Context: an optimization exercise on an open-source flow, tuned for small area. The choices shown serve that exercise and are no tape-out recipe. Function was checked by simulation only, so behaviour that the tests miss may differ from the original. No activity file was given, so power comes from the tool's default toggle rates.

$ cat flow/run.sh
#!/bin/bash
# synth_recipe.tcl (not shown) runs the flow's synth.tcl, then flattens the netlist and writes it again
# the make line also repeats each setting of config.mk as NAME=value (left out here)
make -C /OpenROAD-flow-scripts/flow DESIGN_CONFIG=/design/flow/config.mk WORK_HOME=/design/flow/orfs CLKGATE_MAP_FILE= SYNTH_SCRIPT=/design/flow/synth_recipe.tcl finish
$ cat flow/config.mk
export PLATFORM = sky130hd
export DESIGN_NAME = udp_test_source
export DESIGN_NICKNAME = udp_test_source
export VERILOG_FILES = /design/flow/design.v
export SDC_FILE = /design/flow/constraint.sdc
export NUM_CORES = 4
export LEC_CHECK = 0
export CAP_MARGIN = 20
export CORE_MARGIN = 2
export CORE_UTILIZATION = 40
export SLEW_MARGIN = 20
$ cat flow/constraint.sdc
create_clock -name core_clock -period 5.0 [get_ports {sys_clk_100MHz}]
set_input_delay 1.0000 -clock core_clock [delete_from_list [all_inputs] [get_ports {sys_clk_100MHz}]]
set_output_delay 1.0000 -clock core_clock [all_outputs]
set_load 0.01 [all_outputs]
$ cat flow/design.v
`default_nettype none
package udp_src_pkg;
  typedef logic [63:0] axis_data_t;
  typedef logic [7:0]  axis_keep_t;
  typedef logic [15:0] pkt_seq_t;
  typedef logic [1:0]  beat_idx_t;
  typedef enum logic {
    fr_idle,
    fr_send
  } framer_state_t;
  localparam int unsigned BEATS_PER_PKT = 4;
  localparam axis_keep_t  KEEP_ALL      = 8'hff;
  localparam axis_data_t GREETING_0 = 64'h72_66_20_6f_6c_6c_65_48;
  localparam axis_data_t GREETING_1 = 64'h20_41_47_50_46_20_6d_6f;
  localparam axis_data_t GREETING_2 = 64'h20_2e_6f_6e_20_54_4b_50;
  localparam logic [7:0] HEX_LOWER_A = 8'h61;
endpackage
`default_nettype wire
`default_nettype none
module udp_test_source #(
  parameter int unsigned PKT_INTERVAL = 10,
  parameter int unsigned ECHO_DEPTH   = 16
) (
  input  wire                          sys_clk_100MHz,
  input  wire                          tx_axis_aresetn,
  input  wire                          mmcm_locked,
  input  wire                          gen_sel,
  input  wire udp_src_pkg::axis_data_t echo_in_data,
  input  wire udp_src_pkg::axis_keep_t echo_in_keep,
  input  wire                          echo_in_valid,
  input  wire                          echo_in_last,
  input  wire                          tx_ready,
  output wire                          udp_enable,
  output wire                          sfp_tx_disable,
  output wire                          echo_in_ready,
  output wire udp_src_pkg::axis_data_t tx_data,
  output wire udp_src_pkg::axis_keep_t tx_keep,
  output wire                          tx_valid,
  output wire                          tx_last
);
  localparam int SLOTS   = ECHO_DEPTH + 2;           
  localparam int PTR_W   = $clog2(SLOTS);
  localparam int CNT_W   = $clog2(ECHO_DEPTH + 2);
  localparam int TIMER_W = (PKT_INTERVAL > 1) ? $clog2(PKT_INTERVAL) : 1;
  localparam int DW      = 73;                       
  logic [1:0] lock_q;
  logic       sfp_dis_q;
  always_ff @(posedge sys_clk_100MHz or negedge tx_axis_aresetn) begin
    if (!tx_axis_aresetn) begin
      lock_q    <= 2'b00;
      sfp_dis_q <= 1'b1;
    end else begin
      lock_q    <= {lock_q[0], mmcm_locked};
      sfp_dis_q <= ~lock_q[1];
    end
  end
  assign udp_enable     = lock_q[1];
  assign sfp_tx_disable = sfp_dis_q;
  logic [TIMER_W-1:0] timer_q;
  logic               req_valid;
  logic               fr_send;
  logic [1:0]         beat_q;
  logic [15:0]        seq_q;      
  logic               in_pkt_q, sel_q, tx_valid_q;
  logic [PTR_W-1:0]   wr_q;       
  logic [SLOTS-1:0]   txs_q;      
  logic [CNT_W-1:0]   cnt_q;      
  logic               pol_q;      
  logic [DW:0]        mem [SLOTS];
  logic expire, cur_sel, take, src_valid, src_last, xfer, echo_take;
  logic echo_valid, wr_en;
  logic [SLOTS-1:0] head_s;
  logic [DW:0]      head_q;
  assign expire        = lock_q[1] && (timer_q == TIMER_W'(PKT_INTERVAL - 1));
  assign head_s        = {txs_q[SLOTS-2:0], txs_q[SLOTS-1]};
  assign echo_valid    = (cnt_q != '0);
  assign echo_in_ready = (cnt_q != CNT_W'(ECHO_DEPTH + 1));
  assign wr_en         = echo_in_valid && echo_in_ready;
  always_comb begin
    head_q = '0;
    for (int i = 0; i < SLOTS; i++)
      head_q = head_q | (mem[i] & {(DW+1){head_s[i]}});
  end
  assign cur_sel   = in_pkt_q ? sel_q : gen_sel;
  assign take      = !tx_valid_q || tx_ready;
  assign src_valid = cur_sel ? fr_send : echo_valid;
  assign src_last  = cur_sel ? (beat_q == 2'd3) : (head_q[DW-1] ^ head_q[DW]);
  assign xfer      = take && src_valid;
  assign echo_take = xfer && !cur_sel;
  always_ff @(posedge sys_clk_100MHz or negedge tx_axis_aresetn) begin
    if (!tx_axis_aresetn) begin
      timer_q    <= '0;
      req_valid  <= 1'b0;
      fr_send    <= 1'b0;
      beat_q     <= 2'd0;
      seq_q      <= 16'hffff;
      in_pkt_q   <= 1'b0;
      sel_q      <= 1'b1;
      tx_valid_q <= 1'b0;
      wr_q       <= '0;
      txs_q      <= SLOTS'(1) << (SLOTS - 1);
      cnt_q      <= '0;
      pol_q      <= 1'b0;
    end else begin
      if (!lock_q[1] || expire) timer_q <= '0;
      else                      timer_q <= timer_q + 1'b1;
      if (expire && (!req_valid || !fr_send)) req_valid <= 1'b1;
      else if (req_valid && !fr_send)        req_valid <= 1'b0;
      if (!fr_send) begin
        if (req_valid) fr_send <= 1'b1;
      end else if (xfer && cur_sel) begin
        if (beat_q == 2'd3) fr_send <= 1'b0;
        if (beat_q == 2'd0) seq_q <= seq_q + 1'b1;
        beat_q <= beat_q + 1'b1;
      end
      if (xfer) begin
        in_pkt_q <= !src_last;
        sel_q    <= cur_sel;
      end
      if (take) tx_valid_q <= src_valid;
      if (wr_en) wr_q <= (wr_q == PTR_W'(SLOTS - 1)) ? '0 : wr_q + 1'b1;
      if (echo_take) txs_q <= head_s;
      pol_q <= echo_take ? ~head_q[DW] : ~pol_q;
      cnt_q <= cnt_q + CNT_W'(wr_en) - CNT_W'(echo_take);
    end
  end
  logic [SLOTS-1:0] ws, we;
  logic [DW:0]      din;
  assign din = {1'b0, echo_in_last, echo_in_keep, echo_in_data};
  always_comb
    for (int i = 0; i < SLOTS; i++) begin
      ws[i] = echo_in_ready && (wr_q == PTR_W'(i));
      we[i] = ws[i] && echo_in_valid;
    end
  for (genvar g = 0; g < SLOTS; g++) begin : g_slot
    always_ff @(posedge sys_clk_100MHz)
      mem[g] <= ~((mem[g] | {(DW+1){we[g]}}) & (din | {(DW+1){~ws[g]}}));
  end
  logic [63:0]   gen_data;
  logic [DW-1:0] ring_q, ring_out;
  function automatic logic [7:0] hex(input logic [3:0] n);
    hex = (n < 4'd10) ? (8'h30 + {4'd0, n}) : (8'h57 + {4'd0, n});
  endfunction
  always_comb begin
    case (beat_q)
      2'd1:    gen_data = udp_src_pkg::GREETING_0;
      2'd2:    gen_data = udp_src_pkg::GREETING_1;
      2'd3:    gen_data = udp_src_pkg::GREETING_2;
      default: gen_data = {hex(seq_q[3:0]), hex(seq_q[7:4]),
                           hex(seq_q[11:8]), hex(seq_q[15:12]), 32'h30303030};
    endcase
  end
  always_comb begin
    ring_q = '0;
    for (int i = 0; i < SLOTS; i++)
      ring_q = ring_q | (mem[i][DW-1:0] & {DW{txs_q[i]}});
  end
  assign ring_out = ring_q ^ {DW{pol_q}};
  assign tx_valid = tx_valid_q;
  assign tx_data  = sel_q ? gen_data : ring_out[63:0];
  assign tx_keep  = sel_q ? 8'hff : ring_out[71:64];
  assign tx_last  = sel_q ? (beat_q == 2'd0) : ring_out[72];
endmodule
`default_nettype wire
==> notes.md, run 1 <==
syn avg cell area=10.5 sq um; VDD IR max=about 0.00047 V; GRT Util Overall=30.9%; post-synthesis cell count=4,655; Cell Pwr Density=712 nW/um^2; critical path data arrival time=3.91 ns; worst-path cell chain=a221oi_1, nand4_1, nor2_1, xor2_1, o21ai_0, clkdlybuf4s50_1; HP Start=lock_q[0]; worst reg2reg path depth=8; initial antenna violation count=9; placed instance area=about 51,000 sq um; GPL Wtd Cong=between 0.8 and 0.9; maximum clock rate=slightly above 200 MHz; Hold Crit Class=flip-flop to flip-flop; CP Capture Type=output pin; CP max-delay cell=dfrtp_4; Synth Flop Type=dfxtp_1; post-route cell area=55,900 sq um; final hold violation count=0; Clock Path Buffers=3; WP buf/inv=1; vias per inst=around 7; vias in the first global route=roughly 40,000; most frequent cells after synthesis=1,332 x dfxtp_1, 1,316 x o22ai_1, 371 x a22oi_1; class of the most critical setup path=flip-flop to output pin; RSZ-0062 raised after global routing=no; postcts setup bufs=0; DR pass1 iterations=6; DR DRC count=0; clk root buf=clkbuf_16; Crit Path Max Fanout=44; Synth area leader=dfxtp_1; clock-pin slew on the worst setup and hold paths=0.06 ns; worst slew pin tran=about 1.1 ns; post-cts hold buffer count=0; port buffer count=approximately 160; R2R Path End=mem[2][21]; CORE AREA=between 100,000 and 150,000 sq um; largest net degree at the start of global routing=74; Post-layout nets=4,587; Critical R2R Launch=cnt_q[2]; status=no timing/DRC/antenna violations; YS warnings=2; Max Cap Viol=0; layout cells sized above 1=about a tenth; Synth Net Count=4,762; Post-CTS Resized=0; CTS H-tree depth=4; crit path launch type=flip-flop; Tmin final=~4.9 ns; top-area cell type share of the netlist area=54.8%; cell family with most CP delay=flip-flops; Setup-failing EPs final=0; Vert. Die Dim=around 350 microns; Yosys reg bits=between 1,000 and 1,500; I/O pin total=approximately 160; final setup TNS=0 ns; via count=about 43,000; Cell variety after synth=57; Avg WL per Cell=about 32 microns; required time of the critical path=about 4.0 ns; CP peak stage delay=approximately 1.1 ns; die footprint=124,000 sq um; register area=28,200 sq um; Overflow after GRT=0; Starting Density=40.5%; reg2reg setup slack=~1.5 ns; total wire length=201,000 microns; Site Rows=between 100 and 150; Starting DRT DRC Count=5,763; Synth-to-Final Area Change=14.9%; number of clock sinks=about 1,400; fillers=11,100; Chip Width=around 350 microns; number of synthesized flops with an enable pin=0; Synth area leaders=dfxtp_1 55%, o22ai_1 17%, a22oi_1 5.7%; Lkg Pwr=~0.02 uW; HPWL Detailed=106,000 microns; skew final=around 0.024 ns; Final Cycle Share=98.1%; fin. max-slew vios=0; area of the multi-input gates=approximately 18,000 sq um; Rel. slew slack=a little under a quarter; antenna-violating nets left=0; CTS tree=done; first-pass GRT wire length=roughly 290,000 microns; Post-Syn Area=48,700 sq um; CTS Buf Count=between 100 and 150; insertion delay to the later sink of the worst-skew pair=~0.77 ns; post-synthesis sequential area ratio=57.9%; Worst Hold End=lock_q[1]; most common cell in the netlist=dfxtp_1; Async S/R FF share, synth=under 10%; hold depth=0
[cells by family after synthesis]
| logic type | count (synthesis) | synth area share, % |
|---|---|---|
| compound gates | 2088 | 29.3 |
| xor+xnor | 99 | 1.78 |
| fa+ha+maj | 28 | 0.735 |
| buf+inv | 628 | 5.61 |
| flops | 1391 | 57.9 |
| mux | 24 | 0.553 |
| simple gates | 397 | 4.15 |
[report_power, final]
group          internal, uW  switching, uW
clock network          6210           4640
logic                  3530           5240
registers             17000           3160
total                 26800          13000
[per-stage QoR]
| step | worst slack (ns) | instances | total power [uW] | hold WS [ns] | util [%] |
|---|---|---|---|---|---|
| 2_1_floorplan | 1.90 | 4655 | 24700 | 0.331 | - |
| 3_3_place_gp | 0.965 | 5951 | 28400 | 0.336 | 42.5 |
| 3_5_place_dp | 0.973 | 5951 | 28800 | 0.336 | 42.5 |
| 4_1_cts | 0.169 | 6206 | 39500 | 0.364 | 46.5 |
| 5_1_grt | 0.0181 | 6210 | 41500 | 0.365 | 46.5 |
| 6_report | 0.0935 | 6212 | 39800 | 0.362 | 46.5 |
[layout make-up]
| class | instances | share of cell area (%) |
|---|---|---|
| Sequential cell | 1391 | 50.5 |
| Multi-Input combinational cell | 2636 | 32.2 |
| Clock buffer | 205 | 7.39 |
| Timing Repair Buffer | 283 | 5.00 |
| Tap cell | 1612 | 3.61 |
| Clock inverter | 50 | 1.07 |
| Inverter | 29 | 0.195 |
| Antenna cell | 6 | 0.0268 |
[worst max-delay path by stage]
| stage | start | endpoint | depth (start not counted) |
|---|---|---|---|
| after CTS | txs_q[12] | tx_data[53] | 8 |
| after detailed placement | txs_q[12] | tx_data[53] | 8 |
| final | txs_q[9] | tx_data[30] | 6 |
| after global placement | txs_q[12] | tx_data[53] | 8 |
| after global routing | txs_q[10] | tx_data[63] | 7 |
| after floorplan | gen_sel | cnt_q[4] | 13 |
[flip-flops by register name, summed over array words and instances, names as in the netlist]
signal,cells
mem,1332
txs_q,18
seq_q,16
cnt_q,5
wr_q,5
timer_q,4
beat_q,2
lock_q,2
fr_send,1
in_pkt_q,1
pol_q,1
req_valid,1
sel_q,1
sfp_dis_q,1
tx_valid_q,1
[routing by layer]
| metal | GRT usage (%) | vias to the layer above | share of wire (%) |
|---|---|---|---|
| met2 | 47.2 | 2920 | 44 |
| met4 | 13.2 | 6 | 4.5 |
| met1 | 41.2 | 21500 | 40 |
| met3 | 8.14 | 629 | 12 |
| li1 | - | 18000 | - |
| met5 | 0 | - | 0.022 |
[placed cells by master (no fill, tap or decap), types with 12 or more instances in the layout]
master	count
o21ai_1	24
nand4_1	78
a22o_1	152
nand3_1	79
nor2_1	98
dfxtp_1	1332
clkbuf_8	30
buf_12	23
o221ai_1	12
a21oi_1	20
ha_1	27
dfrtp_4	18
clkbuf_1	31
dfstp_2	17
a22oi_1	371
clkinv_2	23
clkdlybuf4s50_1	154
xnor2_1	22
inv_1	26
o21ai_0	26
dfrtp_1	22
clkbuf_16	144
a221oi_1	153
xor2_1	77
buf_4	105
nand2_1	61
o22ai_1	1316
nor2_4	17
==> inputs of run 2 (changes only) <==
--- a/flow/config.mk
+++ b/flow/config.mk
@@ -9,3 +9,5 @@
 export CORE_MARGIN = 2
-export CORE_UTILIZATION = 40
+export CORE_UTILIZATION = 65
+export CTS_CLUSTER_DIAMETER = 100
+export CTS_CLUSTER_SIZE = 25
 export SLEW_MARGIN = 20
==> run 2 against run 1 <==
Synthesized cell count is the same. Largest power group unchanged. Clock-buffer cell count is 127 lower. Critical path type unchanged. Highest routed layer unchanged. Flip-flop and latch count unchanged. Critical path depth is 1 higher. Clock skew grew 0.0027 ns.
==> notes.md, run 2 <==
crit path launch type=flip-flop; Setup crit start=txs_q[17]; maximum clock rate=203 MHz (-0.28%); clock network fraction of total power=16.6% (-11 points); DR pass1 iterations=6 (unchanged); clock-pin slew on the worst setup and hold paths=0.10 ns (+0.04 ns); GPL Wtd Cong=0.886 (+8.8%); Yosys reg bits=1,391 (unchanged); most common cell in the netlist=dfxtp_1; total wire length=184,000 microns (-8.3%); simple-gate portion of the synthesized area=4.15% (unchanged); final hold violation count=0 (unchanged); commonest non-fill, non-tap cell in the layout=dfxtp_1; Hold Crit Class=flip-flop to flip-flop; fillers=5,834 (-47%); fin. max-slew vios=0 (unchanged); I/O pin total=156 (unchanged); top flop regs=mem: 1332 flops, txs_q: 18 flops, seq_q: 16 flops; Starting Density=65.5% (+25 points); Post-layout nets=4,504 (-1.8%); insertion delay to the later sink of the worst-skew pair=0.70 ns (-0.07 ns); postcts setup bufs=0 (unchanged); Critical R2R Launch=cnt_q[2]; Site Rows=100 (-21%); Starting DRT DRC Count=6,790 (+18%); Cell variety after synth=57 (unchanged); Tmin final=4.92 ns (+0.0136 ns); CP max-delay cell=dfstp_4; Post-Syn Area=48,700 sq um (unchanged); VDD IR max=0.000483 V (+2.3%); Finished Layout Cells=5,390 (-13%); required time of the critical path=4.00 ns (about the same); post-synthesis mux area share=0.553% (unchanged); Post-CTS Resized=0 (unchanged); die footprint=77,100 sq um (-38%); Clock Path Buffers=3 (unchanged); vias in the first global route=40,600 (-1.5%); Vert. Die Dim=278 microns (-21%); Chip Width=278 microns (-21%); DR DRC count=0 (unchanged); top-area cell type share of the netlist area=54.8% (unchanged); Synth Net Count=4,762 (unchanged); CP Capture Type=output pin; antenna-violating nets left=0 (unchanged); critical path data arrival time=3.92 ns (about the same); post-synthesis sequential area ratio=57.9% (unchanged); XOR/XNOR Fraction of Synth Area=1.78% (unchanged); Cell Pwr Density=667 nW/um^2 (-6.3%); number of synthesized flops with an enable pin=0 (unchanged); CTS Buf Count=61 (-56%); max FFs per register=1,332 (unchanged); first-pass GRT wire length=269,000 microns (-7.1%); Lkg Pwr=0.0187 uW (-7.8%); Synth Flop Type=dfxtp_1; CTS H-tree depth=2 (-2); HPWL Detailed=98,000 microns (-7.6%); class of the most critical setup path=flip-flop to output pin; largest family of logic cells by synthesized area=compound AO/OA/AOI/OAI gates; Setup-failing EPs final=0 (unchanged); Placed Cells=5,302 (-11%); skew final=0.0271 ns (+0.00270 ns); Max Cap Viol=0 (unchanged); Final Cycle Share=98.4% (+0.27 points); Overflow after GRT=0 (unchanged); Comb pwr share=24.8% (+2.7 points); layout cells sized above 1=6.46% (-3.4 points); worst slew pin tran=1.27 ns (+0.125 ns); WP buf/inv=1 (unchanged); Setup WS post-layout=0.0799 ns (-0.0136 ns); P_sw=11,800 uW (-9.2%); CP peak stage delay=1.25 ns (+0.12 ns); post-synthesis compound-gate area fraction=29.3% (unchanged); Hold WS=0.362 ns (-0.000114 ns); Synth-to-Final Area Change=6.62%; largest net degree at the start of global routing=74 (unchanged); port buffer count=155 (unchanged); post-synthesis cell count=4,655 (unchanged); Sequential Power Share=58.5% (+7.8 points); Int Power=22,800 uW (-15%); number of clock sinks=1,391 (unchanged); Avg WL per Cell=34.2 microns (+5.7%); YS warnings=2 (unchanged); Synth area leader=dfxtp_1; via count=43,000 (+0.063%); Synth area leaders=dfxtp_1 55%, o22ai_1 17%, a22oi_1 5.7%; Rel. slew slack=15.1% (-8.3 points); clk root buf=clkbuf_16; cell family with most CP delay=flip-flops; HP Start=lock_q[0]; most frequent cells after synthesis=1,332 x dfxtp_1, 1,316 x o22ai_1, 371 x a22oi_1; worst-path cell chain=a22o_1, a221oi_1, nand4_1, nor2_1, xor2_1, o21ai_0, clkdlybuf4s50_1; synthesized-area fraction occupied by adder cells=0.735% (unchanged); vias per inst=7.99 (+15%); largest register by flop count=mem; post-cts hold buffer count=0 (unchanged); most frequent cells in the layout=1,332 x dfxtp_1, 1,316 x o22ai_1, 371 x a22oi_1; syn avg cell area=10.5 sq um (unchanged); status=no timing/DRC/antenna violations; final setup TNS=0 ns (unchanged); sw frac=34.2% (+1.4 points); RSZ-0062 raised after global routing=no; initial antenna violation count=8 (-1); Async S/R FF share, synth=4.24% (unchanged); GRT Util Overall=46.1% (+15 points); CORE AREA=74,300 sq um (-38%); CTS tree=done; Crit Path Max Fanout=48 (+9.1%); Setup Slack @ Placement=0.946 ns (-0.0273 ns)
## run 2: cell counts after synthesis
No cell type changed its count.
## run 2: cell families after synthesis
kind of cell             after synthesis
buffers and inverters                628
multiplexers                          24
flip-flops                          1391
adder cells (fa/ha/maj)               28
AND/OR/NAND/NOR                      397
XOR/XNOR                              99
AO/OA/AOI/OAI                       2088
## run 2: metrics by stage
| step | util, % | power (uW) | cell area, sq um |
|---|---|---|---|
| 2_1_floorplan | - | 24700 | 48700 |
| 5_1_grt | 69.8 | 36000 | 51900 |
| 3_5_place_dp | 67.6 | 28600 | 50200 |
| 3_3_place_gp | 67.6 | 28100 | 50200 |
| 6_report | 69.8 | 34600 | 51900 |
| 4_1_cts | 69.8 | 34100 | 51800 |
## run 2: worst reg2reg max path, delay by kind of cell (launching register included)
kind,cells,cell delay (ns)
buffers and inverters,2,0.59
AOI/OAI and AO/OA,1,0.18
DFF,1,0.37
and+or+nand+nor,4,2.08
adders and majority gates,1,0.23
## run 2: worst paths after layout
| check | end | slack (ns) | cells past startpoint |
|---|---|---|---|
| worst max-delay path | tx_data[30] | 0.08 | 7 |
| worst min-delay path | lock_q[1] | 0.36 | 0 |
| worst max register to register | mem[10][22] | 1.41 | 8 |
| worst min register to register | lock_q[1] | 0.36 | 0 |
| max in group asynchronous | seq_q[4] | 3.53 | 2 |
| min in group asynchronous | timer_q[1] | 0.48 | 1 |
## run 2: final cells by class
type | count | area (sq um) | share of cell area [%]
Clock inverter | 2 | 27.5 | 0.0531
Inverter | 29 | 109 | 0.210
Timing Repair Buffer | 278 | 2650 | 5.10
Clock buffer | 78 | 1610 | 3.11
Multi-Input combinational cell | 2636 | 18000 | 34.7
Tap cell | 969 | 1210 | 2.34
Antenna cell | 7 | 17.5 | 0.0338
Sequential cell | 1391 | 28200 | 54.4
## run 2: routing by layer
metal	routed length, microns	vias to the layer above	track usage (%)
met1	68300	21100	60.8
met5	28	-	0
met4	11200	4	23.8
li1	-	17700	-
met2	79600	3501	70.4
met3	25300	805	11.5
## run 2: power by group through the flow
stage / clock, uW / sequential (uW) / combinational, uW
after detailed placement: 0 / 20300 / 8270
final: 5760 / 20300 / 8590
after floorplan: 0 / 19400 / 5320
after global routing: 6070 / 20800 / 9130
after CTS: 5690 / 20100 / 8270
after global placement: 0 / 20200 / 7900
==> inputs of run 3 (changes only) <==
==> flow/flow/run.sh (new file) <==
#!/bin/bash
set -euo pipefail
bash standard.sh finish \
  CTS_ARGS="-sink_clustering_enable -repair_clock_nets -dont_use_dummy_load -sink_clustering_size 25 -sink_clustering_max_diameter 100" \
  BUFFER_PORTS_ARGS="-buffer_cell sky130_fd_sc_hd__buf_1" \
  > standard_flow.log 2>&1
==> flow/standard.sh (new file) <==
#!/bin/bash
# synth_recipe.tcl (not shown) runs the flow's synth.tcl, then flattens the netlist and writes it again
# the make line also repeats each setting of config.mk as NAME=value (left out here)
make -C /OpenROAD-flow-scripts/flow DESIGN_CONFIG=/design/flow/config.mk WORK_HOME=/design/flow/orfs CLKGATE_MAP_FILE= SYNTH_SCRIPT=/design/flow/synth_recipe.tcl "${@:-finish}"
removed: flow/run.sh
==> run 3 against run 2 <==
Still clean on timing, DRC and antenna. Combinational power is 7.6% lower. Worst hold slack lost 0.0041 ns. Clock power is 3% lower. First-iteration DRC count is 6.2% lower. Sequential share of layout area rose by 1.3 points. Largest power group unchanged. Highest routed layer unchanged.
==> notes.md, run 3 <==
post-synthesis cell count=4,655 (unchanged); vias per inst=7.97 (-0.19%); clk root buf=clkbuf_16; number of clock sinks=1,391 (unchanged); antenna-violating nets left=0 (unchanged); Rel. slew slack=21.8% (+6.7 points); total wire length=184,000 microns (about the same); CTS H-tree depth=2 (unchanged); post-synthesis mux area share=0.553% (unchanged); initial antenna violation count=13 (+5); XOR/XNOR Fraction of Synth Area=1.78% (unchanged); Avg WL per Cell=34.4 microns (+0.51%); post-cts hold buffer count=0 (unchanged); largest net degree at the start of global routing=74 (unchanged); CP max-delay cell=nand2_1; via count=42,700 (-0.74%); Async S/R FF share, synth=4.24% (unchanged); HPWL Detailed=96,100 microns (-2.0%); WP buf/inv=2 (+1); RSZ-0062 raised after global routing=no; Hold Crit Class=flip-flop to flip-flop; die footprint=77,100 sq um (unchanged); Post-layout nets=4,490 (-0.31%); Final Cycle Share=90.7% (-7.7 points); DR DRC count=0 (unchanged); critical path data arrival time=3.53 ns (-0.39 ns); top flop regs=mem: 1332 flops, txs_q: 18 flops, seq_q: 16 flops; skew final=0.0456 ns (+0.0185 ns); insertion delay to the later sink of the worst-skew pair=0.71 ns (about the same); fin. max-slew vios=0 (unchanged); Synth Flop Type=dfxtp_1; DR pass1 iterations=9 (+3); fillers=5,837 (+0.051%); Vert. Die Dim=278 microns (unchanged); status=no timing/DRC/antenna violations; commonest non-fill, non-tap cell in the layout=dfxtp_1; I/O pin total=156 (unchanged); most frequent cells after synthesis=1,332 x dfxtp_1, 1,316 x o22ai_1, 371 x a22oi_1; CORE AREA=74,300 sq um (unchanged); most frequent cells in the layout=1,332 x dfxtp_1, 1,316 x o22ai_1, 371 x a22oi_1; layout cells sized above 1=6.14% (-0.32 points); worst slew pin tran=1.17 ns (-0.100 ns); CP peak stage delay=0.83 ns (-0.42 ns); max FFs per register=1,332 (unchanged); Site Rows=100 (unchanged); first-pass GRT wire length=270,000 microns (+0.15%); required time of the critical path=4.00 ns (about the same); VDD IR max=0.000431 V (-11%); postcts setup bufs=0 (unchanged); largest family of logic cells by synthesized area=compound AO/OA/AOI/OAI gates; Starting Density=65.5% (unchanged); reg2reg setup slack=1.47 ns (+0.06 ns); Synth-to-Final Area Change=4.12%; crit path launch type=flip-flop; YS warnings=2 (unchanged); Post-Syn Area=48,700 sq um (unchanged); cell family with most CP delay=simple AND/OR/NAND/NOR gates; Max Cap Viol=0 (unchanged); Starting DRT DRC Count=6,372 (-6.2%); CTS Buf Count=61 (unchanged); Cell variety after synth=57 (unchanged); CTS tree=done; port buffer count=155 (unchanged); Chip Width=278 microns (unchanged); GRT Util Overall=46.1% (about the same); most common cell in the netlist=dfxtp_1; Tmin final=4.53 ns (-0.385 ns); GPL Wtd Cong=0.863 (-2.7%); Setup-failing EPs final=0 (unchanged); simple-gate portion of the synthesized area=4.15% (unchanged); Lkg Pwr=0.0182 uW (-3.0%); Yosys reg bits=1,391 (unchanged); post-synthesis sequential area ratio=57.9% (unchanged); largest register by flop count=mem; clock-pin slew on the worst setup and hold paths=0.10 ns (about the same); vias in the first global route=40,600 (+0.076%); number of synthesized flops with an enable pin=0 (unchanged); Overflow after GRT=0 (unchanged); post-synthesis compound-gate area fraction=29.3% (unchanged); Synth area leaders=dfxtp_1 55%, o22ai_1 17%, a22oi_1 5.7%; Post-CTS Resized=0 (unchanged); Hold WS=0.357 ns (-0.00407 ns); Clock Path Buffers=3 (unchanged); top-area cell type share of the netlist area=54.8% (unchanged); Crit Path Max Fanout=19 (-60%); Synth area leader=dfxtp_1; syn avg cell area=10.5 sq um (unchanged); synthesized-area fraction occupied by adder cells=0.735% (unchanged); final setup TNS=0 ns (unchanged); final hold violation count=0 (unchanged); class of the most critical setup path=flip-flop to output pin; Cell Pwr Density=667 nW/um^2 (about the same); Synth Net Count=4,762 (unchanged); worst-path cell chain=inv_1, ha_1, nand2_1, o21ai_1, buf_1; CP Capture Type=output pin; maximum clock rate=221 MHz (+8.5%)
run 3: changes by cell type in the layout (fill, tap and decap cells not counted), sizes merged:
cell,change
inv,-1
clkinv,-1
clkdlybuf4s50,-154
clkbuf,-17
diode,+3
buf,+140
run 3: kinds of logic (layout without fill, tap and decap cells):
| group | count (synthesis) | count (layout) |
|---|---|---|
| fa+ha+maj | 28 | 28 |
| simple gates | 397 | 397 |
| other cells | 0 | 10 |
| flops | 1391 | 1391 |
| buf+inv | 628 | 354 |
| mux | 24 | 24 |
| compound gates | 2088 | 2088 |
| xor+xnor | 99 | 99 |
run 3: path summary, 6_finish.rpt:
| path | from | endpoint | depth (start not counted) |
|---|---|---|---|
| setup / recovery | beat_q[0] | tx_data[12] | 5 |
| hold / removal | lock_q[0] | lock_q[1] | 0 |
| setup reg to reg | cnt_q[2] | mem[8][60] | 8 |
| hold reg to reg | lock_q[0] | lock_q[1] | 0 |
| max in group asynchronous | tx_axis_aresetn | txs_q[7] | 2 |
| min in group asynchronous | tx_axis_aresetn | timer_q[3] | 1 |
run 3: report_power, final:
group | leakage [uW] | internal [uW] | switching (uW)
Sequential | 0.0120 | 17000 | 3280
Combinational | 0.00543 | 2900 | 5040
Clock | 0.000752 | 2180 | 3430
run 3: per-layer routing:
| layer | routed length (microns) | global-route usage [%] |
|---|---|---|
| met5 | 192 | 0 |
| met4 | 11700 | 25.3 |
| met3 | 24600 | 11.3 |
| met2 | 78700 | 69.8 |
| met1 | 69100 | 61.0 |
run 3: through the flow:
| stage | power (uW) | setup slack, ns | instance area, sq um | util, % | cells |
|---|---|---|---|---|---|
| global route | 35200 | 0.366 | 50600 | 68.1 | 5355 |
| CTS | 33300 | 0.602 | 50600 | 68.1 | 5350 |
| detailed placement | 28000 | 1.33 | 49100 | 66.1 | 5289 |
| global placement | 27500 | 1.36 | 49100 | 66.1 | 5289 |
| floorplan | 24700 | 1.90 | 48700 | - | 4655 |
| finish | 33800 | 0.465 | 50700 | 68.2 | 5360 |
run 3: cell type report:
cell class / count / area (sq um) / area share, %
Sequential cell: 1391 / 28200 / 55.7
Multi-Input combinational cell: 2636 / 18000 / 35.6
Clock buffer: 61 / 1530 / 3.01
Timing Repair Buffer: 264 / 1530 / 3.01
Tap cell: 969 / 1210 / 2.39
Inverter: 29 / 109 / 0.215
Antenna cell: 10 / 25.0 / 0.0494
==> inputs of run 4 (changes only) <==
--- a/flow/design.v
+++ b/flow/design.v
@@ -17,2 +17,11 @@
 endpackage
+`default_nettype wire
+`default_nettype none
+module ring_aoi3 (
+  input  wire [2:0] s,
+  input  wire [2:0] d,
+  output wire       y_n
+);
+  assign y_n = ~|(s & d);
+endmodule
 `default_nettype wire
@@ -152,6 +161,12 @@
   end
-  always_comb begin
-    ring_q = '0;
-    for (int i = 0; i < SLOTS; i++)
-      ring_q = ring_q | (mem[i][DW-1:0] & {DW{txs_q[i]}});
+  for (genvar b = 0; b < DW; b++) begin : g_rd
+    logic [5:0] grp_n;
+    for (genvar k = 0; k < 6; k++) begin : g_grp
+      ring_aoi3 u_aoi (
+        .s   (txs_q[3*k +: 3]),
+        .d   ({mem[3*k+2][b], mem[3*k+1][b], mem[3*k][b]}),
+        .y_n (grp_n[k])
+      );
+    end
+    assign ring_q[b] = ~&grp_n;
   end
--- a/flow/config.mk
+++ b/flow/config.mk
@@ -13 +13,3 @@
 export SLEW_MARGIN = 20
+export SYNTH_HIERARCHICAL = 1
+export SYNTH_MINIMUM_KEEP_SIZE = 0
==> run 4 against run 3 <==
Global-route usage increased by 0.89 points. Still clean. Maximum frequency decreased by 3.0%. Clock power decreased by 1%. Critical path depth increased by 1. Highest routed layer unchanged. Flip-flop and latch count unchanged. Total power increased by 0.96%. Clock-buffer cell count unchanged.
==> notes.md, run 4 <==
fin. max-slew vios=0 (unchanged); maximum clock rate=214 MHz (-3.0%); Crit Path Max Fanout=63 (+44); top-area cell type share of the netlist area=56.4% (+1.6 points); Hold Crit Class=flip-flop to flip-flop; Vert. Die Dim=274 microns (-1.4%); clock-pin slew on the worst setup and hold paths=0.10 ns (about the same); layout cells sized above 1=6.02% (-0.12 points); class of the most critical setup path=flip-flop to output pin; crit path launch type=flip-flop; most frequent cells after synthesis=1,332 x dfxtp_1, 1,319 x o22ai_1, 438 x a222oi_1; WP buf/inv=1 (-1); antenna-violating nets left=0 (unchanged); status=no timing/DRC/antenna violations; post-synthesis cell count=4,283 (-8.0%); first-pass GRT wire length=267,000 microns (-1.1%); YS warnings=8 (+6); initial antenna violation count=10 (-3); placed instance area=48,100 sq um (-2.0%); postcts setup bufs=0 (unchanged); worst-path cell chain=a222oi_1, and4_1, nand3_1, xnor2_1, o21ai_0, buf_1; Rel. slew slack=19.7% (-2.1 points); Synth area leaders=dfxtp_1 56%, o22ai_1 17%, a222oi_1 9.3%; VDD IR max=0.000486 V (+13%); largest net degree at the start of global routing=64 (-14%); CTS tree=done; vias in the first global route=41,800 (+3.0%); number of clock sinks=1,391 (unchanged); syn avg cell area=11.0 sq um (+5.7%); CTS Buf Count=61 (unchanged); Avg WL per Cell=35.9 microns (+4.3%); post-route cell area=49,700 sq um (-1.9%); GPL Wtd Cong=0.912 (+5.8%); Clock Path Buffers=3 (unchanged); Yosys reg bits=1,391 (unchanged); Chip Width=274 microns (-1.4%); die footprint=75,000 sq um (-2.7%); clk root buf=clkbuf_16; via count=43,000 (+0.72%); Setup-failing EPs final=0 (unchanged); insertion delay to the later sink of the worst-skew pair=0.69 ns (-0.02 ns); GRT Util Overall=47.0% (+0.89 points); CP Capture Type=output pin; worst slew pin tran=1.20 ns (+0.0313 ns); HPWL Detailed=99,200 microns (+3.2%); I/O pin total=156 (unchanged); final hold violation count=0 (unchanged); Starting DRT DRC Count=9,222 (+45%); Cell Pwr Density=687 nW/um^2 (+2.9%); Post-CTS Resized=0 (unchanged); Max Cap Viol=0 (unchanged); number of synthesized flops with an enable pin=0 (unchanged); Post-Syn Area=47,300 sq um (-2.8%); CP peak stage delay=1.17 ns (+0.34 ns); DR pass1 iterations=11 (+2); total wire length=183,000 microns (-0.60%); Finished Core Util=69.3% (+1.1 points); Starting Density=66.0% (+0.49 points); Final Cycle Share=93.5% (+2.8 points); Tmin final=4.68 ns (+0.142 ns); Cell variety after synth=54 (-5.3%); Lkg Pwr=0.0175 uW (-3.6%); commonest non-fill, non-tap cell in the layout=dfxtp_1; final setup TNS=0 ns (unchanged); Synth Net Count=4,390 (-7.8%); most frequent cells in the layout=1,332 x dfxtp_1, 1,319 x o22ai_1, 438 x a222oi_1; Synth area leader=dfxtp_1; Site Rows=98 (-2.0%); CP max-delay cell=dfrtp_4; Overflow after GRT=0 (unchanged); required time of the critical path=4.00 ns (about the same); Synth-to-Final Area Change=5.01%; RSZ-0062 raised after global routing=no; port buffer count=155 (unchanged); post-cts hold buffer count=0 (unchanged); CTS H-tree depth=2 (unchanged); critical path data arrival time=3.68 ns (+0.15 ns); largest register by flop count=mem; Async S/R FF share, synth=4.24% (unchanged); max FFs per register=1,332 (unchanged); cell family with most CP delay=flip-flops; Hold WS=0.372 ns (+0.0147 ns); Synth Flop Type=dfxtp_1; most common cell in the netlist=dfxtp_1; top flop regs=mem: 1332 flops, txs_q: 18 flops, seq_q: 16 flops; DR DRC count=0 (unchanged); post-synthesis sequential area ratio=59.5% (+1.6 points); vias per inst=8.42 (+5.6%); CORE AREA=71,700 sq um (-3.5%); Post-layout nets=4,262 (-5.1%); skew final=0.0268 ns (-0.0187 ns)
[run 4: cell types whose count changed after synthesis, moves of 74 or more]
cell	before	now
a221oi_1	153	7
a222oi_1	0	438
xor2_1	77	3
a22o_1	152	7
a22oi_1	371	6
buf_2	285	194
[run 4: path summary, 6_finish.rpt]
check                              end  cells past startpoint  slack, ns             from
hold / removal               lock_q[1]                      0       0.37        lock_q[0]
setup reg to reg            mem[5][16]                      9       1.17         cnt_q[2]
hold reg to reg              lock_q[1]                      0       0.37        lock_q[0]
setup / recovery           tx_data[27]                      6       0.32        txs_q[12]
max in group asynchronous     txs_q[5]                      2       3.79  tx_axis_aresetn
min in group asynchronous     txs_q[6]                      2       0.52  tx_axis_aresetn
[run 4: area by class of cell]
class	instances	area, sq um
antenna	7	17.5
clock buffer	61	1530
fill	5324	22000
inverter	31	116
multi-input combinational	2406	17100
sequential	1391	28200
tap	950	1190
timing repair buffer	264	1540
[run 4: report_power, final]
group	switching, uW	internal (uW)	leakage [uW]
Clock	3370	2180	0.000752
Sequential	3480	17000	0.0120
Combinational	5070	3010	0.00479
[run 4: metal layers]
metal	track usage, %	vias to the layer above	wire length, microns
met5	1.03	-	159
met4	30.3	10	13900
met3	13.5	999	28400
met2	70.7	4030	78000
met1	59.3	20800	62900
li1	-	17200	-
[run 4: worst reg2reg max path, delay by kind of cell (launching register included)]
kind	cells	cell delay, ns
AOI/OAI and AO/OA	1	0.24
buffers and inverters	3	1.16
DFF	1	0.38
and+or+nand+nor	4	1.63
adders and majority gates	1	0.24
[run 4: kinds of logic after synthesis]
group	count (synthesis)	share of synthesized area [%]
AND/OR/NAND/NOR	384	4.67
adder cells (fa/ha/maj)	28	0.756
multiplexers	4	0.0899
flip-flops	1391	59.5
buffers and inverters	486	4.76
XOR/XNOR	86	1.59
AO/OA/AOI/OAI	1904	28.6
[run 4: modules after synthesis, one instance, submodules excluded]
module / area, sq um / flops+latches / cells inside
udp_test_source: 42900 / 1391 / 3845
ring_aoi3: 10.0 / 0 / 1
[run 4: stage by stage]
step / instances / total power (uW) / setup slack (ns)
6_report: 5110 / 34100 / 0.323
5_1_grt: 5109 / 35400 / 0.338
4_1_cts: 5103 / 33500 / 0.454
3_5_place_dp: 5042 / 28200 / 1.17
3_3_place_gp: 5042 / 27400 / 1.21
2_1_floorplan: 4283 / 24900 / 1.61

re-timing with driven ports:
How much do the figures lean on ideal ports? The routed layouts below were timed once more, with nothing changed but the port constraints. Step 1 assumes that a clkbuf_16 drives the clock port and a buf_2 every other input. Step 2 also shifts input and output timing later by t, the mid clock arrival at the registers, as if the neighbouring blocks saw the same clock. Slacks: no drivers / after step 1 / after step 2; pairs: no drivers / after step 1.
run | shift t [ns] | slack for setup (ns) | slew at the worst register clock pin (ns)
run 1 | 0.829 | 0.093 / 0.021 / 0.849 | 0.07 / 0.07
run 2 | 0.755 | 0.080 / 0.005 / 0.760 | 0.11 / 0.11
run 3 | 0.757 | 0.465 / 0.393 / 1.150 | 0.10 / 0.10
run 4 | 0.750 | 0.323 / 0.250 / 1.000 | 0.10 / 0.10
After both steps every run listed still meets setup and hold.
